This is an optimization exercise on Yosys and OpenROAD, whose aim is small area, not a production implementation.
In this exercise RTL edits were held to simulation tests only and were not proved equivalent to the original.
Power and IR drop assume default switching activity.

===== design.v =====
`default_nettype none
package pkt_match_pkg;
  localparam int WORD_BYTES = 8;
  localparam int TYPE_BYTES = 4;
  localparam int TYPE_MAX_OFF = WORD_BYTES - TYPE_BYTES;
  typedef logic [8*WORD_BYTES-1:0] data_t;
  typedef logic [$clog2(WORD_BYTES)-1:0] last_byte_t;
  typedef logic [$clog2(WORD_BYTES)-1:0] byte_off_t;
  typedef logic [3:0] word_off_t;
  typedef logic [15:0] buffer_t;
  typedef logic [8*TYPE_BYTES-1:0] type_pat_t;
  typedef struct packed {
    logic       sop;
    logic       eop;
    last_byte_t last_byte;
    data_t      data;
  } pkt_word_t;
  typedef struct packed {
    word_off_t word;
    byte_off_t off;
  } type_sel_t;
  typedef struct packed {
    logic      valid;
    word_off_t off;
    data_t     pattern;
    buffer_t   buffer;
  } sym_match_t;
  localparam int SYM_BITS = 1 + 4 + 8*WORD_BYTES + 16;
  typedef struct packed {
    pkt_word_t word;
    buffer_t   buffer;
  } out_word_t;
  typedef struct packed {
    pkt_word_t word;
    logic      first;
    logic      type_found;
    logic      sym_found;
    buffer_t   sym_buffer;
  } cmp_word_t;
  typedef enum logic [0:0] {
    IDLE      = 1'b0,
    IN_PACKET = 1'b1
  } pkt_state_t;
  function automatic logic [WORD_BYTES-1:0] last_byte_mask(last_byte_t last_byte);
    logic [WORD_BYTES-1:0] mask;
    for (int i = 0; i < WORD_BYTES; i++) begin
      mask[i] = (i <= last_byte);
    end
    last_byte_mask = mask;
  endfunction
endpackage
`default_nettype wire
`timescale 1ns/1ps
`default_nettype none
module pkt_ingress
#(
  parameter int N_SYMBOLS = 1
) (
  input  logic                         clk_net,
  input  logic                         rst_net,
  input  logic                         in_vld,
  input  pkt_match_pkg::pkt_word_t                    in_word,
  input  pkt_match_pkg::type_sel_t                    type_sel,
  input  pkt_match_pkg::type_pat_t                    type_pat,
  input  logic [N_SYMBOLS-1:0][pkt_match_pkg::SYM_BITS-1:0]   symbols,
  output logic                         ing_vld,
  output pkt_match_pkg::pkt_word_t                    ing_word,
  output logic                         ing_first,
  output pkt_match_pkg::word_off_t                    ing_off,
  output pkt_match_pkg::type_sel_t                    lat_type_sel,
  output pkt_match_pkg::type_pat_t                    lat_type_pat,
  output logic [N_SYMBOLS-1:0][pkt_match_pkg::SYM_BITS-1:0]   lat_symbols
);
  pkt_match_pkg::pkt_state_t state_r;
  pkt_match_pkg::pkt_state_t state_nxt;
  logic       sop_in;
  logic       accept;
  pkt_match_pkg::word_off_t  off_nxt;
  always_comb begin
    sop_in    = in_vld & in_word.sop;
    accept    = 1'b0;
    state_nxt = state_r;
    case (state_r)
      pkt_match_pkg::IDLE: begin
        if (sop_in) begin
          accept = 1'b1;
          if (!in_word.eop) begin
            state_nxt = pkt_match_pkg::IN_PACKET;
          end
        end
      end
      pkt_match_pkg::IN_PACKET: begin
        if (in_vld) begin
          accept = 1'b1;
          if (in_word.eop) begin
            state_nxt = pkt_match_pkg::IDLE;
          end
        end
      end
      default: begin
        state_nxt = pkt_match_pkg::IDLE;
      end
    endcase
    off_nxt = in_word.sop ? '0 : ing_off + pkt_match_pkg::word_off_t'(1);
  end
  always_ff @(posedge clk_net) begin
    if (rst_net) begin
      state_r <= pkt_match_pkg::IDLE;
    end else begin
      state_r <= state_nxt;
    end
  end
  always_ff @(posedge clk_net) begin
    if (rst_net) begin
      ing_vld   <= 1'b0;
      ing_first <= 1'b0;
      ing_off   <= '0;
    end else begin
      ing_vld   <= accept;
      ing_first <= accept & in_word.sop;
      if (accept) begin
        ing_off <= off_nxt;
      end
    end
  end
  always_ff @(posedge clk_net) begin
    if (accept) begin
      ing_word <= in_word;
    end
  end
  always_ff @(posedge clk_net) begin
    if (sop_in) begin
      lat_type_sel <= type_sel;
      lat_type_pat <= type_pat;
      lat_symbols  <= symbols;
    end
  end
endmodule
`default_nettype wire
`timescale 1ns/1ps
`default_nettype none
module field_compare
#(
  parameter int N_SYMBOLS = 1
) (
  input  logic                         clk_net,
  input  logic                         rst_net,
  input  logic                         ing_vld,
  input  pkt_match_pkg::pkt_word_t                    ing_word,
  input  logic                         ing_first,
  input  pkt_match_pkg::word_off_t                    ing_off,
  input  pkt_match_pkg::type_sel_t                    lat_type_sel,
  input  pkt_match_pkg::type_pat_t                    lat_type_pat,
  input  logic [N_SYMBOLS-1:0][pkt_match_pkg::SYM_BITS-1:0]   lat_symbols,
  output logic                         cmp_vld,
  output pkt_match_pkg::cmp_word_t                    cmp_word
);
  logic [pkt_match_pkg::WORD_BYTES-1:0] valid_mask;
  logic [pkt_match_pkg::WORD_BYTES-1:0] type_pos;
  logic                  type_in_word;
  logic                  type_off_ok;
  logic                  type_found;
  logic                  full_word;
  logic                  sym_hit;
  pkt_match_pkg::buffer_t               sym_buf;
  logic                  sym_found;
  pkt_match_pkg::sym_match_t sym_k;
  always_comb begin
    valid_mask = ing_word.eop ? pkt_match_pkg::last_byte_mask(ing_word.last_byte) : '1;
    type_pos = '0;
    for (int i = 0; i <= pkt_match_pkg::TYPE_MAX_OFF; i++) begin
      type_pos[i] = 1'b1;
      for (int j = 0; j < pkt_match_pkg::TYPE_BYTES; j++) begin
        if (!valid_mask[i+j] ||
            (lat_type_pat[8*j +: 8] != ing_word.data[8*(i+j) +: 8])) begin
          type_pos[i] = 1'b0;
        end
      end
    end
    type_in_word = (ing_off == lat_type_sel.word);
    type_off_ok  = (lat_type_sel.off <= pkt_match_pkg::TYPE_MAX_OFF);
    type_found   = ing_vld & type_in_word & type_off_ok & type_pos[lat_type_sel.off];
  end
  always_comb begin
    full_word = ~ing_word.eop | (ing_word.last_byte == pkt_match_pkg::last_byte_t'(pkt_match_pkg::WORD_BYTES - 1));
    sym_hit = 1'b0;
    sym_buf = '0;
    for (int k = 0; k < N_SYMBOLS; k++) begin
      sym_k = lat_symbols[k];
      if (sym_k.valid &&
          (sym_k.off == ing_off) &&
          (sym_k.pattern == ing_word.data)) begin
        sym_hit = 1'b1;
        sym_buf = sym_k.buffer;
      end
    end
    sym_found = ing_vld & full_word & sym_hit;
  end
  always_ff @(posedge clk_net) begin
    if (rst_net) begin
      cmp_vld <= 1'b0;
    end else begin
      cmp_vld <= ing_vld;
    end
  end
  always_ff @(posedge clk_net) begin
    if (ing_vld) begin
      cmp_word.word       <= ing_word;
      cmp_word.first      <= ing_first;
      cmp_word.type_found <= type_found;
      cmp_word.sym_found  <= sym_found;
      cmp_word.sym_buffer <= sym_buf;
    end
  end
endmodule
`default_nettype wire
`timescale 1ns/1ps
`default_nettype none
module match_resolve
(
  input  logic      clk_net,
  input  logic      rst_net,
  input  logic      cmp_vld,
  input  pkt_match_pkg::cmp_word_t cmp_word,
  output logic      out_vld,
  output pkt_match_pkg::out_word_t out_word
);
  logic    got_type_r;
  logic    got_symbol_r;
  pkt_match_pkg::buffer_t buffer_r;
  logic    base_type;
  logic    base_symbol;
  pkt_match_pkg::buffer_t base_buffer;
  logic    got_type_nxt;
  logic    got_symbol_nxt;
  pkt_match_pkg::buffer_t buffer_nxt;
  logic    hit;
  always_comb begin
    base_type   = cmp_word.first ? 1'b0 : got_type_r;
    base_symbol = cmp_word.first ? 1'b0 : got_symbol_r;
    base_buffer = cmp_word.first ? '0 : buffer_r;
    got_type_nxt   = base_type | cmp_word.type_found;
    got_symbol_nxt = base_symbol | cmp_word.sym_found;
    buffer_nxt     = cmp_word.sym_found ? cmp_word.sym_buffer : base_buffer;
    hit = cmp_word.word.eop & got_type_nxt & got_symbol_nxt;
  end
  always_ff @(posedge clk_net) begin
    if (rst_net) begin
      got_type_r   <= 1'b0;
      got_symbol_r <= 1'b0;
      buffer_r     <= '0;
    end else if (cmp_vld) begin
      got_type_r   <= got_type_nxt;
      got_symbol_r <= got_symbol_nxt;
      buffer_r     <= buffer_nxt;
    end
  end
  always_ff @(posedge clk_net) begin
    if (rst_net) begin
      out_vld <= 1'b0;
    end else begin
      out_vld <= cmp_vld;
    end
  end
  always_ff @(posedge clk_net) begin
    if (cmp_vld) begin
      out_word.word   <= cmp_word.word;
      out_word.buffer <= hit ? buffer_nxt : '0;
    end
  end
endmodule
`default_nettype wire
`timescale 1ns/1ps
`default_nettype none
module pkt_match_top
#(
  parameter int N_SYMBOLS = 4
) (
  input  logic                         clk_net,
  input  logic                         rst_net,
  input  logic                         in_vld,
  input  pkt_match_pkg::pkt_word_t                    in_word,
  input  pkt_match_pkg::type_sel_t                    type_sel,
  input  pkt_match_pkg::type_pat_t                    type_pat,
  input  logic [N_SYMBOLS-1:0][pkt_match_pkg::SYM_BITS-1:0]   symbols,
  output logic                         out_vld,
  output pkt_match_pkg::out_word_t                    out_word
);
  logic                       ing_vld;
  pkt_match_pkg::pkt_word_t                  ing_word;
  logic                       ing_first;
  pkt_match_pkg::word_off_t                  ing_off;
  pkt_match_pkg::type_sel_t                  lat_type_sel;
  pkt_match_pkg::type_pat_t                  lat_type_pat;
  logic [N_SYMBOLS-1:0][pkt_match_pkg::SYM_BITS-1:0] lat_symbols;
  logic                       cmp_vld;
  pkt_match_pkg::cmp_word_t                  cmp_word;
  pkt_ingress #(
    .N_SYMBOLS (N_SYMBOLS)
  ) u_ingress (
    .clk_net      (clk_net),
    .rst_net      (rst_net),
    .in_vld       (in_vld),
    .in_word      (in_word),
    .type_sel     (type_sel),
    .type_pat     (type_pat),
    .symbols      (symbols),
    .ing_vld      (ing_vld),
    .ing_word     (ing_word),
    .ing_first    (ing_first),
    .ing_off      (ing_off),
    .lat_type_sel (lat_type_sel),
    .lat_type_pat (lat_type_pat),
    .lat_symbols  (lat_symbols)
  );
  field_compare #(
    .N_SYMBOLS (N_SYMBOLS)
  ) u_compare (
    .clk_net      (clk_net),
    .rst_net      (rst_net),
    .ing_vld      (ing_vld),
    .ing_word     (ing_word),
    .ing_first    (ing_first),
    .ing_off      (ing_off),
    .lat_type_sel (lat_type_sel),
    .lat_type_pat (lat_type_pat),
    .lat_symbols  (lat_symbols),
    .cmp_vld      (cmp_vld),
    .cmp_word     (cmp_word)
  );
  match_resolve u_resolve (
    .clk_net  (clk_net),
    .rst_net  (rst_net),
    .cmp_vld  (cmp_vld),
    .cmp_word (cmp_word),
    .out_vld  (out_vld),
    .out_word (out_word)
  );
endmodule
`default_nettype wire

===== run.sh =====
#!/bin/bash
# synth_recipe.tcl (not shown) runs the flow's synth.tcl, then flattens the netlist and writes it again
# the make line also repeats each setting of config.mk as NAME=value (left out here)
make -C /OpenROAD-flow-scripts/flow DESIGN_CONFIG=/design/flow/config.mk WORK_HOME=/design/flow/orfs CLKGATE_MAP_FILE= SYNTH_SCRIPT=/design/flow/synth_recipe.tcl finish

===== config.mk =====
export PLATFORM = sky130hd
export DESIGN_NAME = pkt_match_top
export DESIGN_NICKNAME = pkt_match_top
export VERILOG_FILES = /design/flow/design.v
export SDC_FILE = /design/flow/constraint.sdc
export NUM_CORES = 4
export LEC_CHECK = 0
export CAP_MARGIN = 20
export CORE_MARGIN = 2
export CORE_UTILIZATION = 40
export SLEW_MARGIN = 20

===== constraint.sdc =====
create_clock -name core_clock -period 5.0 [get_ports {clk_net}]
set_input_delay 1.0000 -clock core_clock [delete_from_list [all_inputs] [get_ports {clk_net}]]
set_output_delay 1.0000 -clock core_clock [all_outputs]
set_load 0.01 [all_outputs]

==> summary.txt <==
power groups by stage:
stage                     registers, W  logic, W  clock network, W
after floorplan                0.00650  0.000469                 0
after global placement         0.00670  0.000990                 0
after detailed placement       0.00669  0.000983                 0
after CTS                      0.00659  0.000992           0.00560
after global routing           0.00661   0.00105           0.00580
final                          0.00659  0.000995           0.00552
routing by layer:
metal	vias up	track usage	part of all wire
li1	7224	-	-
met1	8617	0.4075	0.42
met2	1034	0.4432	0.46
met3	143	0.06004	0.090
met4	2	0.09563	0.027
met5	-	0	0.00011
final cells by class:
type                            count  area (µm²)
Clock buffer                       85        1851
Tap cell                          855        1070
Inverter                           45       171.4
Multi-Input combinational cell    820        6191
Fill cell                        5238       29780
Sequential cell                   648       19200
Timing Repair Buffer              575        5694
Clock inverter                     47       590.6
Antenna cell                       13       32.53
registers in the layout (all words and copies together), names as in the netlist, 4 cells and up:
signal / count
u_ingress.lat_symbols: 340
u_compare.cmp_word: 88
u_resolve.out_word: 85
u_ingress.ing_word: 69
u_ingress.lat_type_pat: 32
u_resolve.buffer_r: 16
u_ingress.lat_type_sel: 7
u_ingress.ing_off: 4
kinds of logic (layout without fill, tap and decap cells):
| family | Yosys count | after routing | synth area share |
|---|---|---|---|
| other cells | 0 | 13 | 0 |
| simple gates | 302 | 302 | 0.06577 |
| xor+xnor | 364 | 364 | 0.1219 |
| flops | 648 | 648 | 0.7336 |
| buf+inv | 173 | 752 | 0.03004 |
| compound gates | 153 | 153 | 0.04822 |
| fa+ha+maj | 1 | 1 | 0.0004783 |
worst paths after layout:
| kind | end | slack [ns] | cells after the start |
|---|---|---|---|
| max | u_compare.cmp_word[2]$_DFFE_PP_ | 1.05 | 6 |
| min | u_compare.cmp_word[18]$_DFFE_PP_ | 0.41 | 0 |
| max reg2reg | u_compare.cmp_word[2]$_DFFE_PP_ | 1.05 | 6 |
| min reg2reg | u_compare.cmp_word[18]$_DFFE_PP_ | 0.41 | 0 |
synthesized netlist by cell type (2+ instances only):
cell type  instances  area, µm²
nor3_1            29      145.1
a2111oi_0         23      201.4
a221oi_1           3      26.28
nor2_1            44      165.2
buf_4              6      45.04
o221a_2            2      22.52
a21oi_1            5      25.02
o21ai_0            5      25.02
buf_2             46      230.2
dfxtp_1           27      540.5
and4_1             3      26.28
or4_1              5      37.54
inv_1             42      157.7
nand4_1           56      350.3
o22ai_1           14      87.58
a22o_1             3      26.28
a222oi_1           3      30.03
o221ai_1           3      26.28
inv_2              3      11.26
xnor2_1          176       1541
nand2_1           17      63.81
a22oi_1           21      157.7
nand3_1           25      125.1
xor2_1           188       1647
a2111oi_2          2      30.03
clkbuf_1          59      221.5
buf_1             10      37.54
o2111ai_1         27      236.5
a32oi_1           16      140.1
edfxtp_1         621      18650
a311oi_1          16      140.1
nor4_1            54      337.8
nand2b_1          31      193.9
nor2b_1           31      193.9
buf_6              6      67.56
nor4_4             2      42.54
through the flow:
step	util	hold WS (ns)	instances	setup WS (ns)	total power, W
floorplan	-	0.3855	1641	0.6906	0.006967
detailed placement	0.5003	0.4045	2942	1.033	0.007677
finish	0.5388	0.4108	3088	1.046	0.01311
global route	0.5388	0.4198	3087	0.9247	0.01346
CTS	0.5381	0.4155	3074	1.009	0.01318
global placement	0.5003	0.3884	2942	1.099	0.007685
==> summary.txt <==
- Status: no timing/DRC/antenna violations
- Post-Place Cell Area: 32,310 µm²
- Clk_skew: 0.01779 ns
- Clock power share: 0.421
- Die Y: 259.7 µm
- Post-Syn Nets: 2,093
- Power per cell area: 376.7 nW/µm²
- Final setup viols: 0
- Layout cells sized above 1: 0.07342
- Yosys cell types: 53
- Post-CTS setup repair buffer count: 0
- Final wirelength: 98,350 µm
- CP max stage delay: 1.05 ns
- Synthesized area: 26,160 µm²
- Comb pwr share: 0.076
- Final setup TNS: 0 ns
- CP bufs+invs: 0
- Synthesized flop and latch total: 648
- Hpwl dp: 72,310 µm
- Fin. max-slew vios: 0
- EDFF count, synth: 621
- Leak: 11.48 nW
- GP Congestion: 0.9548
- CTS tree: done
- Sink Count: 648
- Mapped Cells: 1,641
- FF-to-FF Start: u_ingress.ing_word[44]$_DFFE_PP_
- Least-Margin Pin Slew: 1.154 ns
- Final instance area: 34,800 µm²
- DRC: 0
- CP Launch Point: u_ingress.ing_word[44]$_DFFE_PP_
- Core Rows: 93
- Initial DRT Pass Iterations: 7
- Setup Crit Path Kind: flip-flop to flip-flop
- Seq/Total Area, Yosys: 0.7336
- First-pass GRT wire length: 132,700 µm
- Most common cell after layout, fill and taps aside: edfxtp_1
- Commonest cells after routing, fill and taps aside: 621 x edfxtp_1, 535 x clkdlybuf4s50_1, 188 x xor2_1
- IO Count: 537
- Cell Int Power: 0.01009 W
- Clock-pin slew on the worst setup and hold paths: 0.06 ns
- Final ANT Viol Nets: 0
- Vias in the first global route: 16,990
- Routed WL per cell: 31.85 µm
- Peak Freq: 252.9 MHz
- Cts hold-fix bufs: 0
- Cell family with the largest share of critical-path delay: simple AND/OR/NAND/NOR gates
- Unrepaired setup endpoints after global routing: false
- Net switching power: 0.003021 W
- Clk latency of the worst-skew pair: 0.63 ns
- # resized after CTS: 0
- Worst hold start: u_ingress.ing_first$_SDFF_PP0_
- Min Clock Period, post-route: 3.954 ns
- Final net count: 2,613
- Area grow syn2layout: 33.03%
- Count of input and output buffers: 536
- Req. time, crit path: 5.41 ns
- Drt initial violations: 2,054
- Max Cap Viol: 0
- Initial antenna violation count: 15
- GRT Resource Usage Total: 0.2878
- DIE AREA: 67,450 µm²
- Synth Flop Type: edfxtp_1
- Root Buffer: clkbuf_16
- Reg power frac: 0.503
- Worst VDD drop: 0.2298 mV
- Clock Tree Buf Depth: 3
- CP arrival: 4.36 ns
- Crit Path Max Fanout: 17
- Relative slew margins: 0.2248
- Via-to-Cell Ratio: 5.512
- Worst hold path type: flip-flop to flip-flop
- Fraction of registers with async set/reset: 0
- GRT overflow: 0
- Detailed-route via count: 17,020
- CP startpoint kind: flip-flop
- H-tree Lvls: 3
- Avg Inst Size Synth: 15.94 µm²
- YS warnings: 3
- CTS buffer count: 71
- Final period utilization: 0.7908
- Setup crit end kind: flip-flop
- Starting Density: 0.4050
- Worst-path cell chain: xor2_1 > nor4_1 > nand4_1 > nor4_4 > o2111ai_1 > a311oi_1
- Largest net degree at the start of global routing: 143
- Switching Fraction: 0.2305
- Final Hold Viols: 0
- Die X: 259.7 µm
- CP max stage cell: nor4_4
- CORE AREA: 64,580 µm²

-- what the ideal ports hide --
The flow's constraints put no driver on any port. The routed layout listed below was extracted and timed again, unchanged, in two steps.
Step 1, drivers: a clkbuf_16 drives clk_net and a buf_2 each remaining input, both assumed.
Step 2 times the ports against the registers' clock, not the clock port: input delays grow and output delays shrink by t, the midpoint of the rising clock arrivals with the driver on.
a / b / c = no drivers / after step 1 / after step 2; a / b = the first two.
t, ns: 0.675
setup WS [ns]: 1.046 / 1.046 / 1.046
clock arrival spread, ns: 0.021 / 0.022
pins driven straight from the clock port: 1
After both steps this run still meets setup and hold. The setup slack of this run moves by 0.000 ns with the drivers and by 0.000 ns with both steps.
